Background: an optimization exercise with open tools, aiming at small area, a short achievable clock period and few clock cycles. Do not read the settings as production practice.
Function was checked by simulation only, so behaviour that the tests miss may differ from the original.
Power and IR drop assume default switching activity.

==> design/flow/run.sh <==
#!/bin/bash
# synth_recipe.tcl (not shown) runs the flow's synth.tcl, then flattens the netlist and writes it again
# the make line also repeats each setting of config.mk as NAME=value (left out here)
make -C /OpenROAD-flow-scripts/flow DESIGN_CONFIG=/design/flow/config.mk WORK_HOME=/design/flow/orfs CLKGATE_MAP_FILE= SYNTH_SCRIPT=/design/flow/synth_recipe.tcl finish
==> design/flow/constraint.sdc <==
create_clock -name core_clock -period 4.0 [get_ports {i_clk}]
set_input_delay 0.8000 -clock core_clock [delete_from_list [all_inputs] [get_ports {i_clk}]]
set_output_delay 0.8000 -clock core_clock [all_outputs]
set_load 0.01 [all_outputs]
==> design/flow/design.v <==
package iiea_pkg;
    localparam int DATA_W = 32;
    localparam int IDX_W  = 5;
    localparam int KIND_W = 2;
    localparam int STS_W  = 2;
    localparam int CNT_W  = 5;
    localparam logic [KIND_W-1:0] KIND_READ   = 2'd0;
    localparam logic [KIND_W-1:0] KIND_INSERT = 2'd1;
    localparam logic [KIND_W-1:0] KIND_ERASE  = 2'd2;
    localparam logic [STS_W-1:0] ST_OK    = 2'd0;
    localparam logic [STS_W-1:0] ST_RANGE = 2'd1;
    localparam logic [STS_W-1:0] ST_FULL  = 2'd2;
    localparam logic [STS_W-1:0] ST_EMPTY = 2'd3;
    localparam logic signed [DATA_W-1:0] RD_FAIL = -32'sd1;
    typedef struct packed {
        logic accept;     
        logic step;       
        logic commit;     
        logic load_out;   
    } t_ctrl_cmd;
    typedef struct packed {
        logic busy;       
        logic out_free;   
    } t_dp_sts;
endpackage
module indexed_insert_erase_array_top #(
    parameter int DEPTH = 16
) (
    input  logic         i_clk,
    input  logic         i_rst_n,
    input  logic         i_req_valid,
    output logic         o_req_ready,
    input  logic [1:0]   i_req_kind,
    input  logic [4:0]   i_req_index,
    input  logic [31:0]  i_req_write_data,
    output logic         o_rsp_valid,
    input  logic         i_rsp_ready,
    output logic [31:0]  o_rsp_read_data,
    output logic [1:0]   o_rsp_status,
    output logic [4:0]   o_rsp_entry_count
);
    logic        r_ready;
    logic        e_valid;
    logic        e_rd, e_ins, e_era;
    logic [4:0]  e_idx;
    logic [15:0] e_ge;       
    logic [31:0] e_wdata;
    logic [4:0]  r_count;
    logic [15:0] r_occ;      
    logic [3:0]  r_perm [16];
    logic [31:0] r_data [16];
    logic        q0_valid, q1_valid;
    logic [15:0] q0_sel;     
    logic        q1_ok;
    logic        q0_fail,  q1_fail;
    logic [3:0]  q1_slot;
    logic [1:0]  q0_status, q1_status;
    logic [4:0]  q0_count, q1_count;
    logic        o_valid;
    logic [31:0] o_rdata;
    logic [1:0]  o_status;
    logic [4:0]  o_count;
    logic        exec;
    logic        is_rd, is_ins, is_era;
    logic        empty, full;
    logic        idx_lt_n, idx_le_n;
    logic [1:0]  e_status;
    logic [4:0]  e_count;
    logic        ins_do, era_do;
    logic [3:0]  idx_slot;
    logic [3:0]  top_slot;
    logic        o_free, pop, push;
    assign exec   = e_valid && !q1_valid;
    assign is_rd  = e_rd;
    assign is_ins = e_ins;
    assign is_era = e_era;
    assign empty  = !r_occ[0];
    assign full   = r_occ[15];
    assign idx_lt_n = |(e_ge & r_occ);
    assign idx_le_n = |(e_ge & {r_occ[14:0], 1'b1});
    always_comb begin
        e_status = iiea_pkg::ST_OK;
        e_count  = r_count;
        if (is_rd) begin
            if (empty)          e_status = iiea_pkg::ST_EMPTY;
            else if (!idx_lt_n) e_status = iiea_pkg::ST_RANGE;
        end else if (is_ins) begin
            if (full)           e_status = iiea_pkg::ST_FULL;
            else if (!idx_le_n) e_status = iiea_pkg::ST_RANGE;
            else                e_count  = r_count + 5'd1;
        end else if (is_era) begin
            if (empty)          e_status = iiea_pkg::ST_EMPTY;
            else if (!idx_lt_n) e_status = iiea_pkg::ST_RANGE;
            else                e_count  = r_count - 5'd1;
        end else begin
            e_status = iiea_pkg::ST_RANGE;
        end
    end
    assign ins_do   = is_ins && !q1_valid && !full;
    assign era_do   = is_era && !q1_valid;
    always_comb begin
        idx_slot = '0;
        for (int k = 0; k < 16; k++) begin
            if (e_ge[k] && !((k != 0) && e_ge[(k == 0) ? 0 : k - 1])) idx_slot = idx_slot | r_perm[k];
        end
    end
    assign top_slot = r_perm[15];
    always_ff @(posedge i_clk) begin
        for (int k = 0; k < 16; k++) begin
            if (!i_rst_n) begin
                r_perm[k] <= 4'(k);
            end else if (ins_do && (k != 0) && e_ge[(k == 0) ? 0 : k - 1]) begin
                r_perm[k] <= r_perm[(k == 0) ? 0 : k - 1];
            end else if (ins_do && e_ge[k]) begin
                r_perm[k] <= top_slot;
            end else if (era_do && e_ge[k]) begin
                r_perm[k] <= (k == 15) ? idx_slot : r_perm[(k == 15) ? 15 : k + 1];
            end
        end
    end
    always_ff @(posedge i_clk) begin
        for (int s = 0; s < 16; s++) begin
            if (ins_do && (top_slot == 4'(s))) begin
                r_data[s] <= e_wdata;
            end
        end
    end
    logic [31:0] rd_word;
    logic        e_ok, e_fail;
    assign e_ok   = is_rd && idx_lt_n;
    assign e_fail = is_rd && !idx_lt_n;
    always_comb begin
        rd_word = {32{q0_fail}};
        for (int s = 0; s < 16; s++) begin
            rd_word = rd_word | (r_data[s] & {32{q0_sel[s]}});
        end
    end
    assign o_free = !o_valid || i_rsp_ready;
    assign pop    = q0_valid && o_free;
    assign push   = exec;
    always_ff @(posedge i_clk) begin
        if (!i_rst_n) begin
            r_ready  <= 1'b1;
            e_valid  <= 1'b0;
            e_rd     <= 1'b0;
            e_ins    <= 1'b0;
            e_era    <= 1'b0;
            q0_valid <= 1'b0;
            q1_valid <= 1'b0;
            o_valid  <= 1'b0;
            r_count  <= 5'd0;
            r_occ    <= '0;
        end else begin
            if (r_ready) begin
                e_valid <= i_req_valid;
                e_rd    <= i_req_valid && (i_req_kind == iiea_pkg::KIND_READ);
                e_ins   <= i_req_valid && (i_req_kind == iiea_pkg::KIND_INSERT);
                e_era   <= i_req_valid && (i_req_kind == iiea_pkg::KIND_ERASE);
            end
            if (exec) begin
                r_count <= e_count;
                if (is_ins && !full && idx_le_n) r_occ <= {r_occ[14:0], 1'b1};
                if (is_era && idx_lt_n)          r_occ <= {1'b0, r_occ[15:1]};
            end
            q0_valid <= q1_valid || push || (q0_valid && !pop);
            q1_valid <= q0_valid && !pop && (q1_valid || push);
            if (o_free) o_valid <= q0_valid;
            r_ready <= !((r_ready ? i_req_valid : e_valid) &&
                         (q0_valid && !pop && (q1_valid || push)));
        end
    end
    always_ff @(posedge i_clk) begin
        if (r_ready) begin
            e_idx   <= i_req_index;
            for (int k = 0; k < 16; k++) e_ge[k] <= (5'(k) >= i_req_index);
            e_wdata <= i_req_write_data;
        end
    end
    always_ff @(posedge i_clk) begin
        if (!q0_valid || pop) begin
            if (q1_valid) begin
                q0_sel    <= q1_ok ? 16'(1) << q1_slot : 16'd0;
                q0_fail   <= q1_fail;
                q0_status <= q1_status;
                q0_count  <= q1_count;
            end else begin
                q0_sel    <= e_ok ? 16'(1) << idx_slot : 16'd0;
                q0_fail   <= e_fail;
                q0_status <= e_status;
                q0_count  <= e_count;
            end
        end
        if (!q1_valid) begin
            q1_ok     <= e_ok;
            q1_fail   <= e_fail;
            q1_slot   <= idx_slot;
            q1_status <= e_status;
            q1_count  <= e_count;
        end
    end
    always_ff @(posedge i_clk) begin
        if (o_free) begin
            o_rdata  <= rd_word;
            o_status <= q0_status;
            o_count  <= q0_count;
        end
    end
    assign o_req_ready       = r_ready;
    assign o_rsp_valid       = o_valid;
    assign o_rsp_read_data   = o_rdata;
    assign o_rsp_status      = o_status;
    assign o_rsp_entry_count = o_count;
endmodule
==> design/flow/config.mk <==
export PLATFORM = sky130hd
export DESIGN_NAME = indexed_insert_erase_array_top
export DESIGN_NICKNAME = indexed_insert_erase_array_top
export VERILOG_FILES = /design/flow/design.v
export SDC_FILE = /design/flow/constraint.sdc
export NUM_CORES = 4
export LEC_CHECK = 0
export ABC_AREA = 1
export CAP_MARGIN = 20
export CORE_MARGIN = 2
export CORE_UTILIZATION = 55
export CTS_CLUSTER_DIAMETER = 80
export CTS_CLUSTER_SIZE = 30
export SETUP_SLACK_MARGIN = 2.0
export SLEW_MARGIN = 20
==> results.toml, run 1 <==
[floorplanning]
die_w_um = 232
die_h_um = 232
ioPinCount = 84
start_util_pct = 55.6
dieArea_um2 = 53700
placementRows = 83
core_um2 = 51300

[finish]
drive_gt1_share_pct = 16.1
filler_cell_count = 3973
design_area_um2 = 32800
fin_cells = 3149
diodes = 0
area_growth_pct = 15.0
nets = 2492

[clocking]
clock_sink_count = 729
cts_root_buf = "clkbuf_16"
clk-insertion-delay-late_ns = 0.59
cts_tree = "done"
cts-buffers-inserted = 35
hold_buffers = 0
h-tree-depth = 2
clkTransAtPathRegs_ns = 0.10
cts_max_path_buffers = 3

[grt]
antenna_found_initial = 1
first_global_vias = 18200
grt_pass1_wl_um = 112000
track_usage_pct = 28.2
grt_overflow = 0
grt_max_degree = 53

[synth]
synthCells = 2276
synth.most_common_cell = "edfxtp_1"
netlist.area_leader.share_pct = 66.1
synth_seq_area_share_pct = 73.2
ys_seq_elements = 729
ys_types = 52
ys_warn_count = 3
syn_nets = 2321
synth_edf_count = 628
ys_top_cells_by_count = "edfxtp_1, nand2_1, inv_1"
avgSynthCellArea_um2 = 12.5
synth-async-reset-ratio_pct = 0
netlist_top_cells_area = "edfxtp_1, nand2_1, dfxtp_1"
yosys.area.top_type = "edfxtp_1"
synth_ff_type = "edfxtp_1"
synth_area_um2 = 28500

[timing]
fin_skew_ns = 0.0241
tightest_slew_ns = 0.882
fmax_mhz = 509
setup_viol = 0
hold_viol = 0
maxSlewViolCount = 0
rsz0062_at_grt = "yes"
finalCriticalPeriod_ns = 1.96
timing.slew.headroom_pct = 41.2
min_period_over_period_pct = 49.1
tns_ns = 0

[power_and_ir_drop]
p_leak_nw = 11.7
worst_ir_drop_vdd_mv = 0.396
p_per_area_nw_per_um2 = 412

[routing]
finalWirelength_um = 75200
avgRoutedWirePerCell_um = 23.9
drt-pass1-iter-count = 6
antenna_left = 0
drc = 0
via_per_inst = 6.00
dr.first_iter.drc_count = 1607
vias = 18900

[placement]
placement.io_buffers = 83
place.gp.congestion = 0.921
dpl_cell_area_um2 = 30400
dp.cells = 2994
dp_hpwl_um = 45200

[setup_path]
worstSetupStartpointType = "flop"
ff2ff_path_depth = 14
rr_endpoint = "q0_count[3]"
rrSetupSlack_ns = 2.04
cp_data_arrival_time_ns = 2.29
worstPathRequired_ns = 4.32
worst_r2r_startpoint = "e_ge[11]"
crit_fanout = 5
critPathKind = "flop to flop"
cp-end-kind = "flop"

[min_path]
holdCritStartpoint = "q0_count[0]"
worstHoldEndpoint = "o_count[0]"
hold_depth = 0
holdCritPathClass = "flop to flop"

[flow_run]
max-cap-violations = 0

[outcome]
status = "finished clean"
==> how the worst max path moves through the flow <==
| stage | from | end | cells after the start |
|---|---|---|---|
| after floorplan | e_ins | r_data[13][0] | 7 |
| after global placement | q1_valid | r_data[6][15] | 8 |
| after detailed placement | q1_valid | r_data[6][15] | 8 |
| after CTS | o_valid | o_rsp_valid | 1 |
| after global routing | e_ge[11] | q0_count[2] | 13 |
| final | e_ge[11] | q0_count[3] | 14 |
==> cells by family (layout without fill, tap and decap cells) <==
family	Yosys count	count (layout)	synth area share, %
simple gates	892	898	13.4
flops	729	729	73.2
fa+ha+maj	2	2	0.0877
compound gates	412	412	9.99
buf+inv	241	428	3.38
==> metrics by stage <==
step	utilization, %	total power [mW]	setup WS [ns]	hold WS, ns
floorplan	-	8.88	1.70	0.400
global placement	59.2	9.15	1.04	0.406
detailed placement	59.2	9.16	0.940	0.411
CTS	62.9	13.6	1.92	0.435
global route	64.0	13.9	1.89	0.440
finish	64.0	13.5	2.04	0.434
==> timing repair <==
item,4_1_cts,5_1_grt
setup buffers,51,35
gates cloned,6,4
gates resized for setup,233,92
pin swaps,20,32
setup endpoints to repair,702,131
==> worst max-delay path, cell delays in order (launching register included) <==
cell and delay [ns]:
edfxtp_1 0.41, buf_4 0.16, nand2_1 0.06, nand2_1 0.05, inv_1 0.05, nand2_1 0.08
nor2_4 0.17, nand2_4 0.12, buf_4 0.16, nand4_1 0.06, nand2_1 0.09, nand2_1 0.08
nand2_1 0.06, nand2_2 0.09, o21ai_1 0.09
==> power by group <==
group | internal [mW] | leakage (nW) | switching [mW] | total, mW
clock | 2.05 | 0.587 | 2.43 | 4.48
combinational | 0.217 | 4.39 | 0.346 | 0.563
sequential | 8.35 | 6.74 | 0.137 | 8.49
total | 10.6 | 11.7 | 2.91 | 13.5
==> layout by cell type (no fill, tap or decap), drive strengths merged, types with 10 or more instances in the layout <==
master | synthesis | routed
a211oi | 27 | 27
a21oi | 83 | 83
a221oi | 50 | 50
a22o | 51 | 51
a31oi | 30 | 30
buf | 18 | 167
clkbuf | 69 | 44
clkdlybuf4s50 | 0 | 42
dfxtp | 101 | 101
edfxtp | 628 | 628
inv | 153 | 153
nand2 | 610 | 614
nand3 | 85 | 85
nand4 | 65 | 65
nor2 | 110 | 112
nor3 | 17 | 17
o2111ai | 19 | 19
o211ai | 14 | 14
o21ai | 86 | 86
o221ai | 10 | 10
o22ai | 29 | 29
==> per-layer routing <==
metal  GRT usage (%)  share of wire [%]  vias up
li1                -                  -     8642
met1            38.0                 42     9404
met2            47.3                 49      698
met3            3.29                5.7      160
met4            10.7                3.6        2
met5               0              0.017        -
==> layout make-up <==
type,instances,area [um^2],share of cell area (%)
Tap cell,680,851,2.59
Multi-Input combinational cell,1312,7230,22.0
Timing Repair Buffer,214,1970,6.02
Timing Repair inverter,1,7.51,0.0229
Clock buffer,41,951,2.90
Inverter,154,617,1.88
Clock inverter,18,283,0.862
Sequential cell,729,20900,63.7
==> registers in the layout (all words and copies together), names as in the netlist, 2 cells and up <==
register,flops
r_data,512
r_perm,64
e_wdata,32
o_rdata,32
e_ge,16
q0_sel,16
r_occ,16
o_count,5
q0_count,5
q1_count,5
r_count,5
q1_slot,4
o_status,2
q0_status,2
q1_status,2
Testbench counts, summed over its fixed seeds: cycles 4,824.
==> inputs of run 2 (changes only) <==
--- a/design/flow/config.mk
+++ b/design/flow/config.mk
@@ -11,5 +11,5 @@
 export CORE_UTILIZATION = 55
 export CTS_CLUSTER_DIAMETER = 80
 export CTS_CLUSTER_SIZE = 30
-export SETUP_SLACK_MARGIN = 2.0
+export SETUP_SLACK_MARGIN = 2.2
 export SLEW_MARGIN = 20
==> results.toml, run 2 <==
[placement]
place.gp.congestion = 0.959
dpl_cell_area_um2 = 30400
placement.io_buffers = 83
dp_hpwl_um = 42400

[power_and_ir_drop]
p_per_area_nw_per_um2 = 405
p_sw_share_pct = 22.3
p_seq_share_pct = 62.2
power_mw = 13.6
combPwrFrac_pct = 4.7
clockPowerShare_pct = 33.1
worst_ir_drop_vdd_mv = 0.437
internal_power_mw = 10.6
p_leak_nw = 12.0
switchingPower_mw = 3.04

[synth]
avgSynthCellArea_um2 = 12.5
ys_types = 52
yosys.area.top_type = "edfxtp_1"
synth_edf_count = 628
synth.most_common_cell = "edfxtp_1"
synth-xor-area-share_pct = 0
synth_compound_area_share_pct = 9.99
synth_seq_area_share_pct = 73.2
synth-async-reset-ratio_pct = 0
synth_top_family_by_area = "simple AND/OR/NAND/NOR gates"
ys_top_cells_by_count = "edfxtp_1, nand2_1, inv_1"
ys_seq_elements = 729
netlist.area_leader.share_pct = 66.1
synth_fa_ha_area_share_pct = 0.0877
synth-simple-area-share_pct = 13.4
synthCells = 2276
syn_nets = 2321
synth_ff_type = "edfxtp_1"
ys_warn_count = 3
netlist_top_cells_area = "edfxtp_1, nand2_1, dfxtp_1"
synth_area_um2 = 28500
synthMuxAreaShare_pct = 0

[finish]
largest_reg_flops = 512
diodes = 0
area_growth_pct = 17.9
filler_cell_count = 3780
final_cell_mix = "edfxtp_1, nand2_1, inv_1"
layout_commonest_cell = "edfxtp_1"
nets = 2525
reg_top3 = "r_data (512), r_perm (64)"
design_area_um2 = 33600
regMostFlops = "r_data"
drive_gt1_share_pct = 20.1

[clocking]
h-tree-depth = 2
cts-buffers-inserted = 36
clkTransAtPathRegs_ns = 0.10
cts_tree = "done"
clk-insertion-delay-late_ns = 0.61
cts_root_buf = "clkbuf_16"
clock_sink_count = 729
hold_buffers = 0
cts_max_path_buffers = 3

[floorplanning]
core_um2 = 51300
dieArea_um2 = 53700
start_util_pct = 55.6
placementRows = 83
die_w_um = 232
die_h_um = 232
ioPinCount = 84

[grt]
grt_max_degree = 54
grt_overflow = 0
grt_pass1_wl_um = 113000
track_usage_pct = 28.2
antenna_found_initial = 0
first_global_vias = 18700

[routing]
drt-pass1-iter-count = 6
finalWirelength_um = 77200
vias = 19400
avgRoutedWirePerCell_um = 24.3
antenna_left = 0
via_per_inst = 6.10
dr.first_iter.drc_count = 1814
drc = 0

[timing]
timing.slew.headroom_pct = 40.7
fin_skew_ns = 0.0342
setup_viol = 0
hold_viol = 0
maxSlewViolCount = 0
min_period_over_period_pct = 49.8
finalCriticalPeriod_ns = 1.99
fmax_mhz = 502
tightest_slew_ns = 0.882
tns_ns = 0
rsz0062_at_grt = "yes"

[flow_run]
max-cap-violations = 0

[outcome]
status = "finished clean"

[setup_path]
worstPathRequired_ns = 4.35
crit_fanout = 10
worstSetupStartpointType = "flop"
critPathKind = "flop to flop"
cp_data_arrival_time_ns = 2.35
cp-end-kind = "flop"

[min_path]
holdCritPathClass = "flop to flop"
## run 2: worst max-delay path: stages, from the launching register on
cell and delay (ns):
dfxtp_2 0.60, inv_2 0.24, o22ai_1 0.18, nor2_1 0.07, nand2_1 0.10, nor2_4 0.05
buf_12 0.13, buf_6 0.11, nand2_4 0.09, nor2_4 0.05, nand2_1 0.05, nand2_1 0.05
## run 2: final cells by class
| class | instances | area (um^2) | area share (%) |
|---|---|---|---|
| Timing Repair inverter | 1 | 7.51 | 0.0223 |
| Timing Repair Buffer | 247 | 2340 | 6.96 |
| Tap cell | 680 | 851 | 2.53 |
| Clock buffer | 37 | 926 | 2.75 |
| Sequential cell | 729 | 20900 | 62.1 |
| Multi-Input combinational cell | 1311 | 7630 | 22.7 |
| Clock inverter | 24 | 319 | 0.948 |
| Inverter | 154 | 671 | 1.99 |
## run 2: cells by family after synthesis
family / count (synthesis)
AOI/OAI and AO/OA: 412
adders and majority gates: 2
buffers and inverters: 241
DFF: 729
and+or+nand+nor: 892
## run 2: power groups by stage
stage,Combinational (mW),Clock (mW),Sequential [mW]
finish,0.642,4.51,8.48
global route,0.685,4.81,8.50
CTS,0.561,4.60,8.48
detailed placement,0.489,0,8.66
global placement,0.486,0,8.66
floorplan,0.261,0,8.62
## run 2: timing repair
item	CTS	global route
cloned	7	3
setup endpoints to repair	719	458
setup buffers	88	29
pin swaps	57	49
resized for setup	354	135
## run 2: metrics by stage
step | hold WS (ns) | utilization [%] | cells | setup WS [ns]
2_1_floorplan | 0.400 | - | 2276 | 2.04
3_3_place_gp | 0.406 | 59.3 | 2994 | 1.20
3_5_place_dp | 0.405 | 59.3 | 2995 | 1.11
4_1_cts | 0.431 | 64.1 | 3151 | 1.99
5_1_grt | 0.439 | 65.6 | 3183 | 1.94
6_report | 0.428 | 65.6 | 3183 | 2.01
## run 2: metal layers
layer	global-route usage (%)	up-vias	wire [um]
li1	-	8720	-
met1	37.8	9754	31900
met2	47.6	766	37900
met3	3.01	168	4310
met4	11.2	0	3070
met5	0	-	0
## run 2: final timing paths
| path | start | to | slack, ns | cells after the start |
|---|---|---|---|---|
| max | r_perm[15][1] | q0_sel[9] | 2.01 | 11 |
| min | q0_count[4] | o_count[4] | 0.43 | 0 |
| max reg2reg | r_perm[15][1] | q0_sel[9] | 2.01 | 11 |
| min reg2reg | q0_count[4] | o_count[4] | 0.43 | 0 |
==> inputs of run 3 (changes only) <==
--- a/design/flow/config.mk
+++ b/design/flow/config.mk
@@ -11,5 +11,5 @@
 export CORE_UTILIZATION = 55
 export CTS_CLUSTER_DIAMETER = 80
 export CTS_CLUSTER_SIZE = 30
-export SETUP_SLACK_MARGIN = 2.2
+export SETUP_SLACK_MARGIN = 2.1
 export SLEW_MARGIN = 20
==> results.toml, run 3 <==
[setup_path]
worstSetupStartpointType = "flop"
worst_r2r_startpoint = "e_ge[3]"
crit_cells = 13
cp-end-kind = "flop"
worstPathRequired_ns = 4.34
critPathBufInv = 1
critical-path-top-delay-family = "simple AND/OR/NAND/NOR gates"
critPathKind = "flop to flop"
max_stage_delay_ns = 0.41
startpoint = "e_ge[3]"
cp_data_arrival_time_ns = 2.27
cp_cell_sequence = "buf_4 > nand2_1 > nand2_1 > nor2_2 > nand2_1 > o21ai_2 > nand2_1 > nand2_2 > nor2_1 > nand2_1 > nand2_1 > nand2_2 > o21ai_2"
rrSetupSlack_ns = 2.07
ff2ff_path_depth = 13
critPathMostFrequentCell = "nand2_1"
worst_path_max_delay_cell = "edfxtp_1"
crit_fanout = 3
rr_endpoint = "q0_count[3]"

[synth]
synthCells = 2276
ys_seq_elements = 729
ys_top_cells_by_count = "edfxtp_1, nand2_1, inv_1"
avgSynthCellArea_um2 = 12.5
synth.most_common_cell = "edfxtp_1"
yosys.area.top_type = "edfxtp_1"
synth_area_um2 = 28500
netlist.area_leader.share_pct = 66.1
synth_seq_area_share_pct = 73.2
synth-async-reset-ratio_pct = 0
netlist_top_cells_area = "edfxtp_1, nand2_1, dfxtp_1"
ys_types = 52
syn_nets = 2321
ys_warn_count = 3
synth_edf_count = 628
synth_ff_type = "edfxtp_1"

[floorplanning]
placementRows = 83
dieArea_um2 = 53700
die_w_um = 232
start_util_pct = 55.6
core_um2 = 51300
ioPinCount = 84
die_h_um = 232

[clocking]
clkTransAtPathRegs_ns = 0.09
clk-insertion-delay-late_ns = 0.60
clock_sink_count = 729
cts_tree = "done"
h-tree-depth = 2
cts-buffers-inserted = 36
cts_max_path_buffers = 3
hold_buffers = 0
cts_root_buf = "clkbuf_16"

[timing]
hold_ws_ns = 0.428
timing.slew.headroom_pct = 41.7
tightest_slew_ns = 0.874
finalCriticalPeriod_ns = 1.93
min_period_over_period_pct = 48.3
setup_viol = 0
fmax_mhz = 517
hold_viol = 0
tns_ns = 0
fin_skew_ns = 0.0291
maxSlewViolCount = 0
rsz0062_at_grt = "yes"

[grt]
grt_overflow = 0
grt_max_degree = 53
track_usage_pct = 27.3
grt_pass1_wl_um = 110000
antenna_found_initial = 0
first_global_vias = 18000

[finish]
regMostFlops = "r_data"
largest_reg_flops = 512
fin_cells = 3175
diodes = 0
final_cell_mix = "edfxtp_1, nand2_1, inv_1"
drive_gt1_share_pct = 17.3
layout_commonest_cell = "edfxtp_1"
reg_top3 = "r_data (512), r_perm (64)"
filler_cell_count = 3926
nets = 2515
area_growth_pct = 16.2

[power_and_ir_drop]
p_leak_nw = 11.8
p_sw_share_pct = 21.8
worst_ir_drop_vdd_mv = 0.354
switchingPower_mw = 2.91
clockPowerShare_pct = 32.1
combPwrFrac_pct = 4.4
p_seq_share_pct = 63.5
internal_power_mw = 10.4
p_per_area_nw_per_um2 = 403

[placement]
place.gp.congestion = 0.936
placement.io_buffers = 83
dp_hpwl_um = 43400
dp.cells = 2995

[routing]
antenna_left = 0
dr.first_iter.drc_count = 1525
vias = 18800
avgRoutedWirePerCell_um = 23.3
drt-pass1-iter-count = 7
via_per_inst = 5.93
drc = 0
finalWirelength_um = 74000

[min_path]
holdCritStartpoint = "q0_status[1]"
hold_depth = 0
holdCritPathClass = "flop to flop"
worstHoldEndpoint = "o_status[1]"

[flow_run]
max-cap-violations = 0

[outcome]
status = "finished clean"
[run 3: cell counts after synthesis]
No cell type changed its count.
[run 3: worst max path at each step]
stage | end | slack (ns)
floorplan | r_data[10][0] | 2.04
global placement | r_data[6][21] | 1.15
detailed placement | r_data[6][19] | 1.07
CTS | o_rsp_entry_count[1] | 2.04
global route | q0_count[4] | 1.98
finish | q0_count[3] | 2.07
[run 3: layout make-up]
class                      instances  area [um^2]  share of cell area [%]
timing repair inverter             2         15.0                  0.0453
timing repair buffer             237         2270                    6.85
clock buffer                      44          966                    2.91
multi-input combinational       1310         7330                    22.1
sequential                       729        20900                    63.0
inverter                         154          636                    1.92
tap                              680          851                    2.57
clock inverter                    19          186                   0.562
[run 3: layer usage]
| layer | up-vias | routed length (um) | GRT usage [%] |
|---|---|---|---|
| li1 | 8699 | - | - |
| met1 | 9411 | 31300 | 37.4 |
| met2 | 593 | 36600 | 46.3 |
| met3 | 134 | 3630 | 2.49 |
| met4 | 0 | 2510 | 9.48 |
| met5 | - | 0 | 0 |
[run 3: logic make-up (layout without fill, tap and decap cells)]
logic type | Yosys count | in the layout | share of synthesized area (%)
AO/OA/AOI/OAI | 412 | 412 | 9.99
adder cells (fa/ha/maj) | 2 | 2 | 0.0877
buffers and inverters | 241 | 456 | 3.38
flip-flops | 729 | 729 | 73.2
AND/OR/NAND/NOR | 892 | 896 | 13.4
[run 3: worst reg2reg max path, cell delays in order, from the launching register on]
cell	delay (ns)
edfxtp_1	0.41
buf_4	0.16
nand2_1	0.05
nand2_1	0.06
nor2_2	0.18
nand2_1	0.10
o21ai_2	0.21
nand2_1	0.09
nand2_2	0.08
nor2_1	0.06
nand2_1	0.06
nand2_1	0.06
nand2_2	0.08
o21ai_2	0.07
[run 3: repair_timing]
item / CTS / global route
gates cloned: 6 / 4
endpoints found under the setup margin: 713 / 303
setup buffers: 74 / 33
resized for setup: 284 / 91
pin swaps: 33 / 43
[run 3: power groups by stage]
stage	registers, mW	logic, mW	clock network, mW
floorplan	8.62	0.257	0
global placement	8.66	0.485	0
detailed placement	8.66	0.488	0
CTS	8.48	0.531	4.37
global route	8.50	0.640	4.61
finish	8.48	0.594	4.28
[run 3: stage by stage]
stage	total power [mW]	setup WS [ns]	cell area (um^2)	utilization, %
detailed placement	9.15	1.07	30400	59.3
floorplan	8.88	2.04	28700	-
global route	13.7	1.98	33200	64.6
finish	13.4	2.07	33200	64.6
global placement	9.14	1.15	30400	59.2
CTS	13.4	2.04	32500	63.3
==> inputs of run 4 (changes only) <==
--- a/design/flow/config.mk
+++ b/design/flow/config.mk
@@ -8,7 +8,7 @@
 export ABC_AREA = 1
 export CAP_MARGIN = 20
 export CORE_MARGIN = 2
-export CORE_UTILIZATION = 55
+export CORE_UTILIZATION = 45
 export CTS_CLUSTER_DIAMETER = 80
 export CTS_CLUSTER_SIZE = 30
 export SETUP_SLACK_MARGIN = 2.1
==> results.toml, run 4 <==
[outcome]
status = "finished clean"

[floorplanning]
start_util_pct = 45.4
die_w_um = 256
core_um2 = 62900
die_h_um = 256
placementRows = 92
ioPinCount = 84
dieArea_um2 = 65400

[finish]
reg_top3 = "r_data (512), r_perm (64)"
layout_commonest_cell = "edfxtp_1"
regMostFlops = "r_data"
filler_cell_count = 5342
drive_gt1_share_pct = 18.3
nets = 2505
final_cell_mix = "edfxtp_1, nand2_1, inv_1"
diodes = 0
largest_reg_flops = 512
fin_cells = 3325
area_growth_pct = 17.2

[grt]
grt_max_degree = 53
track_usage_pct = 22.4
grt_pass1_wl_um = 113000
antenna_found_initial = 0
first_global_vias = 18600
grt_overflow = 0

[timing]
tightest_slew_ns = 0.860
timing.slew.headroom_pct = 42.2
min_period_over_period_pct = 50.0
rsz0062_at_grt = "yes"
finalCriticalPeriod_ns = 2.00
fin_skew_ns = 0.0303
hold_viol = 0
fmax_mhz = 500
maxSlewViolCount = 0
setup_viol = 0
tns_ns = 0

[synth]
syn_nets = 2321
synth.most_common_cell = "edfxtp_1"
ys_warn_count = 3
yosys.area.top_type = "edfxtp_1"
synth-async-reset-ratio_pct = 0
ys_seq_elements = 729
netlist.area_leader.share_pct = 66.1
netlist_top_cells_area = "edfxtp_1, nand2_1, dfxtp_1"
ys_top_cells_by_count = "edfxtp_1, nand2_1, inv_1"
synth_edf_count = 628
synthCells = 2276
synth_ff_type = "edfxtp_1"
synth_seq_area_share_pct = 73.2
synth_area_um2 = 28500
ys_types = 52
avgSynthCellArea_um2 = 12.5

[routing]
avgRoutedWirePerCell_um = 23.0
dr.first_iter.drc_count = 1478
drc = 0
vias = 18900
antenna_left = 0
drt-pass1-iter-count = 5
finalWirelength_um = 76300
via_per_inst = 5.70

[clocking]
cts_root_buf = "clkbuf_16"
clkTransAtPathRegs_ns = 0.10
h-tree-depth = 2
hold_buffers = 0
clock_sink_count = 729
cts-buffers-inserted = 35
cts_tree = "done"
cts_max_path_buffers = 3
clk-insertion-delay-late_ns = 0.62

[setup_path]
ff2ff_path_depth = 12
crit_fanout = 1
critPathKind = "flop to output port"
worst_path_max_delay_cell = "edfxtp_1"
worst_r2r_startpoint = "e_ge[0]"
worstPathRequired_ns = 3.20
worstSetupStartpointType = "flop"
critical-path-top-delay-family = "flip-flops"
cp-end-kind = "output port"
cp_cell_sequence = "buf_2"
max_stage_delay_ns = 0.44
startpoint = "o_status[1]"
critPathBufInv = 1
cp_data_arrival_time_ns = 1.20
rrSetupSlack_ns = 2.01
rr_endpoint = "q0_sel[7]"

[power_and_ir_drop]
p_leak_nw = 11.9
worst_ir_drop_vdd_mv = 0.281
p_per_area_nw_per_um2 = 403

[placement]
dp_hpwl_um = 42900
placement.io_buffers = 83
place.gp.congestion = 0.903
dp.cells = 3159

[min_path]
worstHoldEndpoint = "o_count[0]"
holdCritPathClass = "flop to flop"
hold_depth = 0
holdCritStartpoint = "q0_count[0]"

[flow_run]
max-cap-violations = 0
## run 4: cells by family (layout without fill, tap and decap cells)
group	after synthesis	after routing	synth area share (%)
flip-flops	729	729	73.2
AND/OR/NAND/NOR	892	896	13.4
buffers and inverters	241	440	3.38
AO/OA/AOI/OAI	412	412	9.99
adder cells (fa/ha/maj)	2	2	0.0877
## run 4: what timing repair did
| item | CTS | global route |
|---|---|---|
| resized for setup | 328 | 128 |
| setup buffers | 68 | 32 |
| setup endpoints to repair | 704 | 625 |
| cloned | 4 | 6 |
| pin swaps | 37 | 58 |
| endpoints found under the hold margin | 0 | 0 |
## run 4: how the worst max path moves through the flow
stage	cells past startpoint	to
after global routing	14	q0_sel[9]
after CTS	1	o_rsp_status[1]
after floorplan	9	r_data[10][0]
final	1	o_rsp_status[1]
after global placement	7	r_ready
after detailed placement	7	r_ready
## run 4: where the power goes
part / switching [mW] / leakage (nW) / internal (mW)
combinational: 0.377 / 4.63 / 0.236
clock: 2.50 / 0.570 / 1.89
sequential: 0.130 / 6.74 / 8.35
## run 4: cell type report
cell class	instances	area [um^2]	share of cell area [%]
Inverter	154	632	1.89
Sequential cell	729	20900	62.5
Clock inverter	18	265	0.793
Tap cell	846	1060	3.17
Timing Repair inverter	1	7.51	0.0225
Timing Repair Buffer	229	2190	6.55
Multi-Input combinational cell	1310	7470	22.3
Clock buffer	38	908	2.72
## run 4: through the flow
stage                     instance area (um^2)  utilization [%]  hold slack, ns  setup WS (ns)  total power [mW]
after floorplan                          28700                -           0.400           2.04              8.88
after global placement                   30500             48.6           0.405           1.18              9.15
after detailed placement                 30500             48.6           0.409           1.12              9.16
after CTS                                32600             51.9           0.419           1.98              13.5
after global routing                     33400             53.2           0.433           1.93              13.9
final                                    33400             53.2           0.421           2.00              13.5
## run 4: per-layer routing
layer	global-route usage (%)	routed length [um]
met3	3.20	3820
met1	29.2	32100
met4	5.52	1780
met2	39.7	38600
met5	0	0
==> inputs of run 5 (changes only) <==
--- a/design/flow/config.mk
+++ b/design/flow/config.mk
@@ -8,8 +8,9 @@
 export ABC_AREA = 1
 export CAP_MARGIN = 20
 export CORE_MARGIN = 2
-export CORE_UTILIZATION = 45
+export CORE_UTILIZATION = 55
 export CTS_CLUSTER_DIAMETER = 80
 export CTS_CLUSTER_SIZE = 30
+export PLACE_DENSITY = 0.75
 export SETUP_SLACK_MARGIN = 2.1
 export SLEW_MARGIN = 20
==> results.toml, run 5 <==
[outcome]
status = "finished clean"

[placement]
placement.io_buffers = 83
dp_hpwl_um = 41500
place.gp.congestion = 0.934

[power_and_ir_drop]
p_leak_nw = 12.0
switchingPower_mw = 2.77
clockPowerShare_pct = 28.8
p_sw_share_pct = 21.6
p_per_area_nw_per_um2 = 380
internal_power_mw = 10.0
power_mw = 12.8
worst_ir_drop_vdd_mv = 0.383
p_seq_share_pct = 66.3
combPwrFrac_pct = 4.8

[synth]
synth_seq_area_share_pct = 73.2
synth-async-reset-ratio_pct = 0
synthCells = 2276
netlist.area_leader.share_pct = 66.1
syn_nets = 2321
yosys.area.top_type = "edfxtp_1"
netlist_top_cells_area = "edfxtp_1, nand2_1, dfxtp_1"
ys_types = 52
synth_edf_count = 628
avgSynthCellArea_um2 = 12.5
ys_top_cells_by_count = "edfxtp_1, nand2_1, inv_1"
synth_ff_type = "edfxtp_1"
synth_area_um2 = 28500
synth.most_common_cell = "edfxtp_1"
ys_warn_count = 3
ys_seq_elements = 729

[finish]
layout_commonest_cell = "edfxtp_1"
regMostFlops = "r_data"
diodes = 0
largest_reg_flops = 512
drive_gt1_share_pct = 18.9
final_cell_mix = "edfxtp_1, nand2_1, inv_1"
area_growth_pct = 18.0
reg_top3 = "r_data (512), r_perm (64)"
filler_cell_count = 3596
nets = 2535

[floorplanning]
dieArea_um2 = 53700
die_w_um = 232
core_um2 = 51300
placementRows = 83
die_h_um = 232
start_util_pct = 55.6
ioPinCount = 84

[setup_path]
critical-path-top-delay-family = "flip-flops"
worstSetupStartpointType = "flop"
critPathKind = "flop to output port"
crit_cells = 1
critPathBufInv = 1
worstPathRequired_ns = 3.20
max_stage_delay_ns = 0.44
endpoint = "o_rsp_status[1]"
ff2ff_path_depth = 12
cp_cell_sequence = "buf_2"
rr_endpoint = "r_occ[5]"
cp_data_arrival_time_ns = 1.24
worst_r2r_startpoint = "e_ge[7]"
cp-end-kind = "output port"
worst_path_max_delay_cell = "edfxtp_1"
crit_fanout = 1
startpoint = "o_status[1]"
rrSetupSlack_ns = 1.98

[routing]
drc = 0
vias = 19700
finalWirelength_um = 75300
antenna_left = 0
drt-pass1-iter-count = 5
avgRoutedWirePerCell_um = 23.6
dr.first_iter.drc_count = 2434
via_per_inst = 6.17

[clocking]
cts_tree = "done"
cts_root_buf = "clkbuf_16"
clk-insertion-delay-late_ns = 0.65
clock_sink_count = 729
cts_max_path_buffers = 3
cts-buffers-inserted = 29
h-tree-depth = 1
hold_buffers = 0
clkTransAtPathRegs_ns = 0.11

[min_path]
holdCritPathClass = "flop to flop"
holdCritStartpoint = "q0_count[2]"

[timing]
maxSlewViolCount = 0
setup_viol = 0
min_period_over_period_pct = 51.0
hold_ws_ns = 0.438
rsz0062_at_grt = "yes"
fin_skew_ns = 0.0341
tightest_slew_ns = 0.873
hold_viol = 0
timing.slew.headroom_pct = 41.3
fmax_mhz = 490
finalCriticalPeriod_ns = 2.04
tns_ns = 0

[grt]
first_global_vias = 18500
track_usage_pct = 26.3
grt_overflow = 0
grt_pass1_wl_um = 108000
grt_max_degree = 51
antenna_found_initial = 0

[flow_run]
max-cap-violations = 0
==> run 5: cell types whose count changed in the layout (fill, tap and decap cells not counted), moves of 4 or more <==
cell,delta
buf_8,-7
clkbuf_1,+17
buf_4,+10
inv_1,+5
nand2_8,+5
nand2_4,-5
o21ai_1,-4
buf_12,+16
nor2_1,-4
nor2_2,+6
inv_2,-5
==> run 5: area by class of cell <==
cell class / count / area [um^2] / area share [%]
clock buffer: 48 / 797 / 2.37
clock inverter: 6 / 78.8 / 0.234
inverter: 154 / 646 / 1.92
multi-input combinational: 1314 / 7600 / 22.6
sequential: 729 / 20900 / 62.1
tap: 680 / 851 / 2.53
timing repair buffer: 260 / 2780 / 8.25
timing repair inverter: 2 / 16.3 / 0.0483
==> run 5: worst min-delay path by stage <==
stage / to / slack [ns] / cells after the start
global route: o_count[2] / 0.45 / 0
CTS: o_status[1] / 0.44 / 0
global placement: o_status[0] / 0.40 / 0
finish: o_count[2] / 0.44 / 0
floorplan: o_count[0] / 0.40 / 0
detailed placement: o_count[1] / 0.41 / 0
==> run 5: kinds of logic after synthesis <==
group                      Yosys count  synth area share (%)
and+or+nand+nor                    892                  13.4
buffers and inverters              241                  3.38
DFF                                729                  73.2
adders and majority gates            2                0.0877
AOI/OAI and AO/OA                  412                  9.99
==> run 5: power groups by stage <==
stage | registers (mW) | logic [mW] | clock network, mW
global route | 8.50 | 0.661 | 3.97
global placement | 8.66 | 0.472 | 0
finish | 8.48 | 0.618 | 3.68
floorplan | 8.62 | 0.257 | 0
detailed placement | 8.67 | 0.479 | 0
CTS | 8.48 | 0.530 | 3.72
==> run 5: per-stage QoR <==
stage	utilization (%)	setup slack (ns)	cell area, um^2	std cells
global placement	59.2	1.19	30400	2990
global route	65.6	1.79	33700	3193
floorplan	-	2.04	28700	2276
CTS	62.7	1.92	32200	3120
detailed placement	59.2	1.09	30400	2990
finish	65.6	1.96	33700	3193
==> run 5: timing repair <==
| action | 4_1_cts | 5_1_grt |
|---|---|---|
| pin swaps | 34 | 74 |
| resized for setup | 293 | 180 |
| endpoints found under the setup margin | 725 | 422 |
| buffers inserted | 70 | 54 |
| gates cloned | 6 | 19 |
| endpoints found under the hold margin | 0 | 0 |
==> run 5: metal layers <==
metal,part of all wire (%),vias to the layer above,track usage [%]
li1,-,8729,-
met1,38,9662,36.1
met2,49,1110,44.0
met3,8.5,189,2.82
met4,4.4,0,8.99
met5,0,-,0
==> inputs of run 6 (changes only) <==
--- a/design/flow/config.mk
+++ b/design/flow/config.mk
@@ -11,6 +11,6 @@
 export CORE_UTILIZATION = 55
 export CTS_CLUSTER_DIAMETER = 80
 export CTS_CLUSTER_SIZE = 30
-export PLACE_DENSITY = 0.75
+export GPL_ROUTABILITY_DRIVEN = 0
 export SETUP_SLACK_MARGIN = 2.1
 export SLEW_MARGIN = 20
==> results.toml, run 6 <==
[synth]
synth-async-reset-ratio_pct = 0
syn_nets = 2321
synth_seq_area_share_pct = 73.2
netlist_top_cells_area = "edfxtp_1, nand2_1, dfxtp_1"
ys_warn_count = 3
avgSynthCellArea_um2 = 12.5
ys_seq_elements = 729
synth_edf_count = 628
netlist.area_leader.share_pct = 66.1
ys_types = 52
synth_ff_type = "edfxtp_1"
ys_top_cells_by_count = "edfxtp_1, nand2_1, inv_1"
synthCells = 2276
yosys.area.top_type = "edfxtp_1"
synth_area_um2 = 28500
synth.most_common_cell = "edfxtp_1"

[setup_path]
rrSetupSlack_ns = 2.07
cp_data_arrival_time_ns = 1.14
worst_path_max_delay_cell = "edfxtp_1"
worstSetupStartpointType = "flop"
critPathKind = "flop to output port"
max_stage_delay_ns = 0.39
cp-end-kind = "output port"
worstPathRequired_ns = 3.20
rr_endpoint = "q0_sel[10]"
critPathBufInv = 1
ff2ff_path_depth = 12
critical-path-top-delay-family = "flip-flops"
crit_fanout = 1
cp_cell_sequence = "buf_2"
worst_r2r_startpoint = "e_ge[15]"

[floorplanning]
die_h_um = 232
ioPinCount = 84
placementRows = 83
start_util_pct = 55.6
die_w_um = 232
dieArea_um2 = 53700
core_um2 = 51300

[routing]
drc = 0
vias = 19000
drt-pass1-iter-count = 6
finalWirelength_um = 75100
dr.first_iter.drc_count = 1835
avgRoutedWirePerCell_um = 23.6
via_per_inst = 5.99
antenna_left = 0

[finish]
design_area_um2 = 33500
nets = 2522
seq_area_um2 = 20900
regMostFlops = "r_data"
largest_reg_flops = 512
drive_gt1_share_pct = 19.3
diodes = 0
layout_commonest_cell = "edfxtp_1"
final_cell_mix = "edfxtp_1, nand2_1, inv_1"
area_growth_pct = 17.4
multi_input_area_um2 = 7470
filler_cell_count = 3832
utilization_pct = 65.3
reg_top3 = "r_data (512), r_perm (64)"

[power_and_ir_drop]
p_seq_share_pct = 63.3
clockPowerShare_pct = 32.1
internal_power_mw = 10.5
worst_ir_drop_vdd_mv = 0.427
p_sw_share_pct = 21.7
combPwrFrac_pct = 4.6
switchingPower_mw = 2.91
p_per_area_nw_per_um2 = 400
p_leak_nw = 12.0

[timing]
hold_viol = 0
setup_viol = 0
setup_ws_ns = 2.06
rsz0062_at_grt = "yes"
hold_ws_ns = 0.430
min_period_over_period_pct = 48.6
timing.slew.headroom_pct = 40.1
finalCriticalPeriod_ns = 1.94
tightest_slew_ns = 0.898
fin_skew_ns = 0.0210
tns_ns = 0
fmax_mhz = 515
maxSlewViolCount = 0

[grt]
grt_overflow = 0
track_usage_pct = 27.6
first_global_vias = 18300
antenna_found_initial = 0
grt_use_met1_pct = 36.9
grt_max_degree = 53
met2_usage_pct = 46.6
grtUsageMet3_pct = 3.24
busiest_layer = "met2"
grt_pass1_wl_um = 111000

[outcome]
status = "finished clean"

[clocking]
cts_max_path_buffers = 3
cts-buffers-inserted = 34
hold_buffers = 0
clkTransAtPathRegs_ns = 0.11
clk-insertion-delay-late_ns = 0.60
cts_root_buf = "clkbuf_16"
cts_tree = "done"
h-tree-depth = 2
clock_sink_count = 729

[placement]
dpl_cell_area_um2 = 30400
placement.io_buffers = 83
dp_slack_ns = 1.08
dp_hpwl_um = 42700

[min_path]
hold_depth = 0
holdCritStartpoint = "q0_count[1]"
worstHoldEndpoint = "o_count[1]"
holdCritPathClass = "flop to flop"

[flow_run]
max-cap-violations = 0
[run 6: cell types whose count changed in the layout (fill, tap and decap cells not counted), moves of 7 or more]
cell and change:
buf_12 -7, buf_4 -11, buf_6 +8, clkbuf_1 -16, inv_1 -7, nor2_4 -8
[run 6: layout make-up]
cell class	count	area share (%)
Sequential cell	729	62.4
Multi-Input combinational cell	1311	22.3
Timing Repair Buffer	245	7.33
Clock buffer	38	2.65
Tap cell	680	2.54
Inverter	154	1.93
Clock inverter	20	0.766
Timing Repair inverter	2	0.0486
[run 6: worst max path at each step]
stage | start | endpoint | slack [ns] | depth (start not counted)
6_report | o_rdata[18] | o_rsp_read_data[18] | 2.06 | 1
5_1_grt | e_ge[3] | q0_count[3] | 1.97 | 12
4_1_cts | e_era | r_perm[2][3] | 1.96 | 7
3_5_place_dp | q1_valid | r_data[6][21] | 1.08 | 8
3_3_place_gp | q1_valid | r_data[0][19] | 1.15 | 6
2_1_floorplan | e_ins | r_data[10][0] | 2.04 | 9
[run 6: cells by family (layout without fill, tap and decap cells)]
logic type      count (synthesis)  count (layout)  share of synthesized area (%)
compound gates                412             412                           9.99
fa+ha+maj                       2               2                         0.0877
buf+inv                       241             459                           3.38
flops                         729             729                           73.2
simple gates                  892             897                           13.4
[run 6: repair_timing]
item                                    CTS  global route
resized for setup                       260           184
setup buffers                            70            46
hold endpoints to repair                  0             0
endpoints found under the setup margin  703           343
gates cloned                              8             5
pin swaps                                29            74
[run 6: power by group through the flow]
stage	clock network [mW]	logic [mW]	registers, mW
after CTS	4.38	0.519	8.47
after detailed placement	0	0.486	8.66
final	4.30	0.612	8.47
after global routing	4.62	0.656	8.49
after global placement	0	0.482	8.66
after floorplan	0	0.257	8.62
[run 6: layer usage]
layer | wire length [um] | part of all wire (%)
met4 | 2760 | 3.7
met3 | 4060 | 5.4
met5 | 0 | 0
met2 | 37300 | 50
met1 | 31000 | 41
[run 6: stage by stage]
stage	std cells	total power, mW
final	3179	13.4
after global routing	3179	13.8
after CTS	3128	13.4
after detailed placement	2992	9.15
after global placement	2991	9.14
after floorplan	2276	8.88
==> inputs of run 7 (changes only) <==
--- a/design/flow/config.mk
+++ b/design/flow/config.mk
@@ -6,11 +6,10 @@
 export NUM_CORES = 4
 export LEC_CHECK = 0
 export ABC_AREA = 1
-export CAP_MARGIN = 20
+export CAP_MARGIN = 5
 export CORE_MARGIN = 2
 export CORE_UTILIZATION = 55
 export CTS_CLUSTER_DIAMETER = 80
 export CTS_CLUSTER_SIZE = 30
-export GPL_ROUTABILITY_DRIVEN = 0
 export SETUP_SLACK_MARGIN = 2.1
-export SLEW_MARGIN = 20
+export SLEW_MARGIN = 5
==> results.toml, run 7 <==
[timing]
tns_ns = 0
rsz0062_at_grt = "yes"
setup_viol = 0
fin_skew_ns = 0.0196
hold_ws_ns = 0.427
maxSlewViolCount = 0
fmax_mhz = 506
tightest_slew_ns = 0.928
timing.slew.headroom_pct = 37.7
min_period_over_period_pct = 49.4
finalCriticalPeriod_ns = 1.98
hold_viol = 0

[synth]
ys_top_cells_by_count = "edfxtp_1, nand2_1, inv_1"
synth_area_um2 = 28500
synth.most_common_cell = "edfxtp_1"
synthCells = 2276
netlist_top_cells_area = "edfxtp_1, nand2_1, dfxtp_1"
netlist.area_leader.share_pct = 66.1
avgSynthCellArea_um2 = 12.5
synth_edf_count = 628
ys_types = 52
ys_seq_elements = 729
synth_seq_area_share_pct = 73.2
ys_warn_count = 3
yosys.area.top_type = "edfxtp_1"
synth-async-reset-ratio_pct = 0
syn_nets = 2321
synth_ff_type = "edfxtp_1"

[grt]
antenna_found_initial = 0
grt_overflow = 0
grt_max_degree = 53
track_usage_pct = 27.7
grt_pass1_wl_um = 111000
first_global_vias = 18200

[setup_path]
cp_cell_sequence = "buf_6 > clkinvlp_4 > nand2_4 > buf_4 > o21ai_2 > nor2_1 > nand2_1 > nor2_4 > buf_6 > nor2_4 > nand2_1 > nand2_1"
cp-end-kind = "flop"
worst_path_max_delay_cell = "edfxtp_1"
worstSetupStartpointType = "flop"
cp_data_arrival_time_ns = 2.33
ff2ff_path_depth = 12
worst_r2r_startpoint = "e_ge[2]"
max_stage_delay_ns = 0.43
crit_fanout = 4
rr_endpoint = "q0_sel[13]"
startpoint = "e_ge[2]"
critPathKind = "flop to flop"
rrSetupSlack_ns = 2.02
critPathMostFrequentCell = "nand2_1"
endpoint = "q0_sel[13]"
worstPathRequired_ns = 4.35

[floorplanning]
ioPinCount = 84
core_um2 = 51300
start_util_pct = 55.6
die_h_um = 232
die_w_um = 232
dieArea_um2 = 53700
placementRows = 83

[placement]
placement.io_buffers = 83
place.gp.congestion = 0.936
dpl_cell_area_um2 = 30400
dp_hpwl_um = 43200

[clocking]
hold_buffers = 0
clkTransAtPathRegs_ns = 0.10
clock_sink_count = 729
cts_tree = "done"
cts-buffers-inserted = 36
h-tree-depth = 2
cts_root_buf = "clkbuf_16"
cts_max_path_buffers = 3
clk-insertion-delay-late_ns = 0.59

[flow_run]
max-cap-violations = 0

[power_and_ir_drop]
p_leak_nw = 12.0
worst_ir_drop_vdd_mv = 0.374
p_per_area_nw_per_um2 = 403

[routing]
avgRoutedWirePerCell_um = 23.4
antenna_left = 0
drc = 0
dr.first_iter.drc_count = 1678
vias = 19000
finalWirelength_um = 74600
drt-pass1-iter-count = 5
via_per_inst = 5.97

[finish]
reg_top3 = "r_data (512), r_perm (64)"
utilization_pct = 65.0
layout_commonest_cell = "edfxtp_1"
design_area_um2 = 33300
largest_reg_flops = 512
nets = 2528
area_growth_pct = 16.9
drive_gt1_share_pct = 17.6
regMostFlops = "r_data"
diodes = 0
final_cell_mix = "edfxtp_1, nand2_1, inv_1"

[outcome]
status = "finished clean"

[min_path]
holdCritPathClass = "flop to flop"
## run 7: cell counts after synthesis
No cell type changed its count.
## run 7: worst min path at each step
stage	from	end	cells after the start
6_report	q0_status[0]	o_status[0]	0
3_3_place_gp	q0_count[1]	o_count[1]	0
4_1_cts	q0_count[3]	o_count[3]	0
2_1_floorplan	q0_count[0]	o_count[0]	0
3_5_place_dp	q0_count[3]	o_count[3]	0
5_1_grt	q0_count[2]	o_count[2]	0
## run 7: cells by family (layout without fill, tap and decap cells)
logic type,Yosys count,after routing,share of synthesized area [%]
flops,729,729,73.2
compound gates,412,412,9.99
simple gates,892,898,13.4
buf+inv,241,467,3.38
fa+ha+maj,2,2,0.0877
## run 7: cell type report
class	instances	area [um^2]
flip-flops and latches	729	20900
fillers	3890	18000
multi-input cells	1312	7350
repair buffers	249	2400
clock buffers	42	970
well taps	680	851
inverters	154	643
clock inverters	21	234
repair inverters	1	7.51
## run 7: per-layer routing
metal	track usage, %	vias to the layer above	part of all wire, %
met5	0	-	0
met4	9.25	0	3.2
met3	3.05	129	5.2
met2	46.7	626	49
met1	38.0	9545	42
li1	-	8725	-
## run 7: critical path, delay by kind of cell, from the launching register on
family / cells / cell delay [ns]
AND/OR/NAND/NOR: 7 / 0.68
flip-flops: 1 / 0.43
AO/OA/AOI/OAI: 1 / 0.05
buffers and inverters: 4 / 0.57
## run 7: power by group
group | switching (mW) | internal (mW) | total [mW]
clock | 2.45 | 1.95 | 4.40
combinational | 0.358 | 0.220 | 0.578
sequential | 0.126 | 8.35 | 8.47
total | 2.93 | 10.5 | 13.5
## run 7: what timing repair did
action / 4_1_cts / 5_1_grt
resized for setup: 287 / 103
buffers inserted: 85 / 36
pin swaps: 30 / 34
cloned: 8 / 2
setup endpoints to repair: 718 / 445
## run 7: metrics by stage
step | setup slack (ns) | power, mW | std cells
after floorplan | 2.04 | 8.88 | 2276
after global placement | 1.15 | 9.14 | 2994
after detailed placement | 1.09 | 9.15 | 2994
after CTS | 2.04 | 13.5 | 3150
after global routing | 1.93 | 13.9 | 3188
final | 2.02 | 13.5 | 3188
==> inputs of run 8 (changes only) <==
--- a/design/flow/design.v
+++ b/design/flow/design.v
@@ -44,6 +44,9 @@
     logic        e_rd, e_ins, e_era;
     logic [4:0]  e_idx;
     logic [15:0] e_ge;       
+    always_comb begin
+        for (int k = 0; k < 16; k++) e_ge[k] = (5'(k) >= e_idx);
+    end
     logic [31:0] e_wdata;
     logic [4:0]  r_count;
     logic [15:0] r_occ;      
@@ -172,7 +175,6 @@
     always_ff @(posedge i_clk) begin
         if (r_ready) begin
             e_idx   <= i_req_index;
-            for (int k = 0; k < 16; k++) e_ge[k] <= (5'(k) >= i_req_index);
             e_wdata <= i_req_write_data;
         end
     end
--- a/design/flow/config.mk
+++ b/design/flow/config.mk
@@ -6,10 +6,10 @@
 export NUM_CORES = 4
 export LEC_CHECK = 0
 export ABC_AREA = 1
-export CAP_MARGIN = 5
+export CAP_MARGIN = 20
 export CORE_MARGIN = 2
 export CORE_UTILIZATION = 55
 export CTS_CLUSTER_DIAMETER = 80
 export CTS_CLUSTER_SIZE = 30
-export SETUP_SLACK_MARGIN = 2.1
-export SLEW_MARGIN = 5
+export SETUP_SLACK_MARGIN = 2.0
+export SLEW_MARGIN = 20
==> results.toml, run 8 <==
[setup_path]
cp_data_arrival_time_ns = 2.79
ff2ff_path_depth = 13
worstSetupStartpointType = "flop"
worstPathRequired_ns = 4.45
cp-end-kind = "flop"
endpoint = "r_perm[15][3]"
worst_r2r_startpoint = "e_idx[0]"
startpoint = "e_idx[0]"
rrSetupSlack_ns = 1.66
crit_fanout = 4
rr_endpoint = "r_perm[15][3]"
critPathKind = "flop to flop"

[min_path]
holdCritPathClass = "flop to flop"

[floorplanning]
core_um2 = 50300
placementRows = 82
die_h_um = 230
start_util_pct = 55.8
dieArea_um2 = 52800
ioPinCount = 84
die_w_um = 230

[synth]
synth.most_common_cell = "edfxtp_1"
ys_types = 41
synthCells = 2236
syn_nets = 2281
ys_seq_elements = 718
ys_top_cells_by_count = "edfxtp_1, nand2_1, inv_1"
synth_seq_area_share_pct = 73.3
synth_ff_type = "edfxtp_1"
synth-async-reset-ratio_pct = 0
ys_warn_count = 3
synth_area_um2 = 28000
avgSynthCellArea_um2 = 12.5
yosys.area.top_type = "edfxtp_1"
synth_edf_count = 617
netlist_top_cells_area = "edfxtp_1, dfxtp_1, nand2_1"
netlist.area_leader.share_pct = 66.1

[power_and_ir_drop]
p_per_area_nw_per_um2 = 368
p_leak_nw = 13.1
worst_ir_drop_vdd_mv = 0.377

[grt]
track_usage_pct = 30.7
grt_overflow = 0
antenna_found_initial = 0
grt_pass1_wl_um = 121000
first_global_vias = 19100
grt_max_degree = 51

[clocking]
hold_buffers = 0
cts_max_path_buffers = 3
cts-buffers-inserted = 35
cts_tree = "done"
cts_root_buf = "clkbuf_16"
clkTransAtPathRegs_ns = 0.10
h-tree-depth = 2
clk-insertion-delay-late_ns = 0.60
clock_sink_count = 718

[timing]
tns_ns = 0
fmax_mhz = 427
hold_viol = 0
rsz0062_at_grt = "yes"
finalCriticalPeriod_ns = 2.34
tightest_slew_ns = 0.878
maxSlewViolCount = 0
timing.slew.headroom_pct = 41.0
setup_viol = 0
min_period_over_period_pct = 58.5
fin_skew_ns = 0.0253

[finish]
regMostFlops = "r_data"
drive_gt1_share_pct = 29.7
diodes = 0
layout_commonest_cell = "edfxtp_1"
nets = 2656
design_area_um2 = 36400
reg_top3 = "r_data (512), r_perm (64)"
final_cell_mix = "edfxtp_1, nand2_1, buf_4"
area_growth_pct = 29.6
largest_reg_flops = 512

[flow_run]
max-cap-violations = 0

[routing]
antenna_left = 0
drt-pass1-iter-count = 6
finalWirelength_um = 87600
dr.first_iter.drc_count = 2286
vias = 20600
drc = 0
avgRoutedWirePerCell_um = 26.5
via_per_inst = 6.23

[placement]
place.gp.congestion = 0.935
placement.io_buffers = 83
dpl_cell_area_um2 = 29900
dp_hpwl_um = 46200

[outcome]
status = "finished clean"
[run 8: cell types whose count changed after synthesis, sizes merged, moves of 9 or more]
cell,change
a31oi,-16
o211ai,+10
nand4,-14
o2111ai,-11
a21oi,+29
a221oi,+14
a22o,+9
inv,-9
o22ai,-21
edfxtp,-11
nand3,+12
nand2,-95
o21ai,+43
[run 8: final cells by class]
type	count	area (um^2)
tap	672	841
timing repair buffer	418	4770
multi-input combinational	1291	8370
sequential	718	20600
inverter	145	654
fill	3285	13900
clock inverter	20	235
clock buffer	39	891
timing repair inverter	2	16.3
[run 8: timing repair]
| item | 4_1_cts | 5_1_grt |
|---|---|---|
| endpoints found under the hold margin | 0 | 0 |
| gates cloned | 14 | 32 |
| gates resized for setup | 561 | 321 |
| pin swaps | 85 | 118 |
| setup endpoints to repair | 720 | 559 |
| buffers inserted | 162 | 90 |
[run 8: kinds of logic after synthesis]
kind of cell	Yosys count	share of synthesized area, %
and+or+nand+nor	808	12.3
DFF	718	73.3
AOI/OAI and AO/OA	473	11.1
buffers and inverters	234	3.26
adders and majority gates	2	0.0892
muxes	1	0.0402
[run 8: power by group]
group          internal, mW  switching [mW]
logic                 0.323           0.436
clock network          1.79            2.46
registers              8.22           0.138
total                  10.3            3.03
[run 8: through the flow]
stage | hold WS (ns) | cells | util, % | worst slack (ns) | power [mW]
finish | 0.430 | 3305 | 72.3 | 1.66 | 13.4
global route | 0.439 | 3305 | 72.3 | 1.58 | 13.7
CTS | 0.431 | 3183 | 67.3 | 1.72 | 13.3
detailed placement | 0.406 | 2948 | 59.6 | 0.706 | 9.00
global placement | 0.404 | 2948 | 59.6 | 0.864 | 8.99
floorplan | 0.400 | 2236 | - | 1.96 | 8.73
[run 8: critical path, stage by stage, from the launching register on]
cell and delay [ns]:
edfxtp_1 0.49, buf_6 0.17, nor2_4 0.19, nand2_4 0.10, nand2_4 0.12, nor2_4 0.06
nand2_2 0.10, nand3_4 0.08, nor4_4 0.26, nand3_2 0.21, buf_6 0.18, buf_6 0.11
nand2_2 0.05, o2111ai_2 0.08
[run 8: how the worst min path moves through the flow]
stage / end / from / cells after the start / slack, ns
6_report: o_count[1] / q0_count[1] / 0 / 0.43
3_5_place_dp: o_count[1] / q0_count[1] / 0 / 0.41
2_1_floorplan: o_count[0] / q0_count[0] / 0 / 0.40
3_3_place_gp: o_count[3] / q0_count[3] / 0 / 0.40
4_1_cts: o_count[1] / q0_count[1] / 0 / 0.43
5_1_grt: o_count[1] / q0_count[1] / 0 / 0.44
[run 8: routing by layer]
metal	part of all wire [%]	routed length (um)	global-route usage, %	up-vias
li1	-	-	-	9012
met1	38	33300	41.0	10300
met2	49	42800	52.2	1072
met3	8.1	7110	4.23	244
met4	5.0	4360	10.5	0
met5	0	0	0	-
Testbench counts of run 8, summed over its fixed seeds: cycles 4,824.
==> inputs of run 9 (changes only) <==
--- a/design/flow/design.v
+++ b/design/flow/design.v
@@ -44,19 +44,15 @@
     logic        e_rd, e_ins, e_era;
     logic [4:0]  e_idx;
     logic [15:0] e_ge;       
-    always_comb begin
-        for (int k = 0; k < 16; k++) e_ge[k] = (5'(k) >= e_idx);
-    end
     logic [31:0] e_wdata;
     logic [4:0]  r_count;
     logic [15:0] r_occ;      
     logic [3:0]  r_perm [16];
     logic [31:0] r_data [16];
     logic        q0_valid, q1_valid;
-    logic [15:0] q0_sel;     
-    logic        q1_ok;
+    logic        q0_ok,    q1_ok;
     logic        q0_fail,  q1_fail;
-    logic [3:0]  q1_slot;
+    logic [3:0]  q0_slot,  q1_slot;
     logic [1:0]  q0_status, q1_status;
     logic [4:0]  q0_count, q1_count;
     logic        o_valid;
@@ -135,7 +131,7 @@
     always_comb begin
         rd_word = {32{q0_fail}};
         for (int s = 0; s < 16; s++) begin
-            rd_word = rd_word | (r_data[s] & {32{q0_sel[s]}});
+            rd_word = rd_word | (r_data[s] & {32{q0_ok && (q0_slot == 4'(s))}});
         end
     end
     assign o_free = !o_valid || i_rsp_ready;
@@ -175,18 +171,21 @@
     always_ff @(posedge i_clk) begin
         if (r_ready) begin
             e_idx   <= i_req_index;
+            for (int k = 0; k < 16; k++) e_ge[k] <= (5'(k) >= i_req_index);
             e_wdata <= i_req_write_data;
         end
     end
     always_ff @(posedge i_clk) begin
         if (!q0_valid || pop) begin
             if (q1_valid) begin
-                q0_sel    <= q1_ok ? 16'(1) << q1_slot : 16'd0;
+                q0_ok     <= q1_ok;
+                q0_slot   <= q1_slot;
                 q0_fail   <= q1_fail;
                 q0_status <= q1_status;
                 q0_count  <= q1_count;
             end else begin
-                q0_sel    <= e_ok ? 16'(1) << idx_slot : 16'd0;
+                q0_ok     <= e_ok;
+                q0_slot   <= idx_slot;
                 q0_fail   <= e_fail;
                 q0_status <= e_status;
                 q0_count  <= e_count;
--- a/design/flow/config.mk
+++ b/design/flow/config.mk
@@ -5,11 +5,10 @@
 export SDC_FILE = /design/flow/constraint.sdc
 export NUM_CORES = 4
 export LEC_CHECK = 0
-export ABC_AREA = 1
 export CAP_MARGIN = 20
 export CORE_MARGIN = 2
 export CORE_UTILIZATION = 55
 export CTS_CLUSTER_DIAMETER = 80
 export CTS_CLUSTER_SIZE = 30
-export SETUP_SLACK_MARGIN = 2.0
+export SETUP_SLACK_MARGIN = 1.8
 export SLEW_MARGIN = 20
==> results.toml, run 9 <==
[grt]
track_usage_pct = 29.4
grt_pass1_wl_um = 114000
antenna_found_initial = 0
grt_max_degree = 50

[floorplanning]
die_h_um = 228
start_util_pct = 55.4
placementRows = 82
ioPinCount = 84
dieArea_um2 = 52000

[placement]
place.gp.congestion = 0.919
placement.io_buffers = 83
dp.cells = 2561

[routing]
dr.first_iter.drc_count = 2433
avgRoutedWirePerCell_um = 28.4
finalWirelength_um = 78600
drc = 0
vias = 18300

[synth]
yosys.area.top_type = "edfxtp_1"
syn_nets = 1924
ys_seq_elements = 718
synth_area_um2 = 27600
synth_edf_count = 612
avgSynthCellArea_um2 = 14.7
synth_ff_type = "edfxtp_1"
ys_types = 69
netlist.area_leader.share_pct = 66.6
ys_top_cells_by_count = "edfxtp_1, nand2_1, a22oi_1"
synthCells = 1879
netlist_top_cells_area = "edfxtp_1, dfxtp_1, a22oi_1"
synth-async-reset-ratio_pct = 0

[outcome]
status = "finished clean"

[min_path]
hold_depth = 0

[power_and_ir_drop]
clockPowerShare_pct = 32.2
switchingPower_mw = 2.88
p_seq_share_pct = 63.8
worst_ir_drop_vdd_mv = 0.323
p_leak_nw = 11.1
internal_power_mw = 10.1
combPwrFrac_pct = 3.9

[finish]
fin_cells = 2770
layout_commonest_cell = "edfxtp_1"
regMostFlops = "r_data"
final_cell_mix = "edfxtp_1, nand2_1, buf_4"
filler_cell_count = 3642
diodes = 0
reg_top3 = "r_data (512), r_perm (64)"
nets = 2119

[setup_path]
crit_cells = 9
cp_cell_sequence = "buf_6 > nand2b_4 > or3b_4 > nor2_4 > buf_12 > buf_8 > a222oi_1 > nand4_1 > or3_1"
critPathBufInv = 3
critical-path-top-delay-family = "simple AND/OR/NAND/NOR gates"
cp_data_arrival_time_ns = 2.68
worstPathRequired_ns = 4.34
critPathKind = "flop to flop"
crit_fanout = 7
max_stage_delay_ns = 0.49

[clocking]
clk-insertion-delay-late_ns = 0.58
hold_buffers = 0
cts-buffers-inserted = 35
clock_sink_count = 718
cts_max_path_buffers = 3
cts_root_buf = "clkbuf_16"
h-tree-depth = 2
clkTransAtPathRegs_ns = 0.11

[timing]
hold_viol = 0
min_period_over_period_pct = 58.3
finalCriticalPeriod_ns = 2.33
tns_ns = 0
fmax_mhz = 429
tightest_slew_ns = 0.860

[flow_run]
max-cap-violations = 0
[run 9: changes by cell type in the layout (fill, tap and decap cells not counted), sizes merged, moves of 22 or more]
| cell | before | now |
|---|---|---|
| nand2 | 520 | 146 |
| buf | 356 | 196 |
| inv | 152 | 19 |
| a22oi | 0 | 124 |
| a222oi | 0 | 58 |
| o21ai | 129 | 72 |
| nand3 | 97 | 55 |
| nand4 | 51 | 9 |
| nor2 | 116 | 75 |
| mux2i | 0 | 40 |
| dlygate4sd2 | 0 | 38 |
| a22o | 60 | 26 |
| a211oi | 34 | 7 |
| and2 | 0 | 22 |
[run 9: area by class of cell]
class                           instances  area, um^2  area share, %
Multi-Input combinational cell       1018        7100           21.7
Timing Repair Buffer                  287        3050           9.33
Clock buffer                           41         898           2.75
Inverter                               14        56.3          0.172
Sequential cell                       718       20500           62.8
Tap cell                              672         841           2.57
Clock inverter                         20         230          0.704
[run 9: logic make-up (layout without fill, tap and decap cells)]
logic type	count (synthesis)	in the layout	synth area share, %
DFF	718	718	74.3
and+or+nand+nor	428	431	7.68
xor gates and xnor gates	1	1	0.0317
adders and majority gates	2	2	0.0907
AOI/OAI and AO/OA	540	541	14.1
buffers and inverters	147	362	2.29
muxes	43	43	1.57
[run 9: routing by layer]
layer / vias up / routed length (um) / track usage, %
met5: - / 0 / 0
met2: 1004 / 37700 / 47.6
met1: 9274 / 31400 / 41.8
met3: 143 / 7030 / 3.70
li1: 7902 / - / -
met4: 0 / 2460 / 9.68
[run 9: repair_timing]
item	4_1_cts	5_1_grt
hold endpoints to repair	0	0
endpoints found under the setup margin	663	316
setup buffers	91	39
pin swaps	51	67
gates cloned	13	5
gates resized for setup	157	84
[run 9: worst paths after layout]
| kind | to | slack, ns | start |
|---|---|---|---|
| setup / recovery | o_rdata[15] | 1.67 | q0_slot[0] |
| hold / removal | o_status[0] | 0.43 | q0_status[0] |
| setup reg to reg | o_rdata[15] | 1.67 | q0_slot[0] |
| hold reg to reg | o_status[0] | 0.43 | q0_status[0] |
[run 9: worst register-to-register path: cells and delay by family, from the launching register on]
kind	cells	cell delay [ns]
flip-flops	1	0.49
AND/OR/NAND/NOR	5	0.88
buffers and inverters	3	0.44
AO/OA/AOI/OAI	1	0.28
[run 9: stage by stage]
stage	util (%)	cell area [um^2]	worst slack, ns
finish	65.6	32700	1.67
global route	65.6	32700	1.61
CTS	64.1	32000	1.62
detailed placement	59.0	29400	1.08
global placement	59.0	29400	1.13
floorplan	-	27800	1.30
[run 9: power groups by stage]
stage,combinational (mW),sequential (mW),clock (mW)
6_report,0.513,8.32,4.20
5_1_grt,0.544,8.34,4.53
4_1_cts,0.465,8.32,4.27
3_5_place_dp,0.384,8.52,0
3_3_place_gp,0.381,8.52,0
2_1_floorplan,0.235,8.44,0
Testbench counts of run 9, summed over its fixed seeds: cycles 4,824.
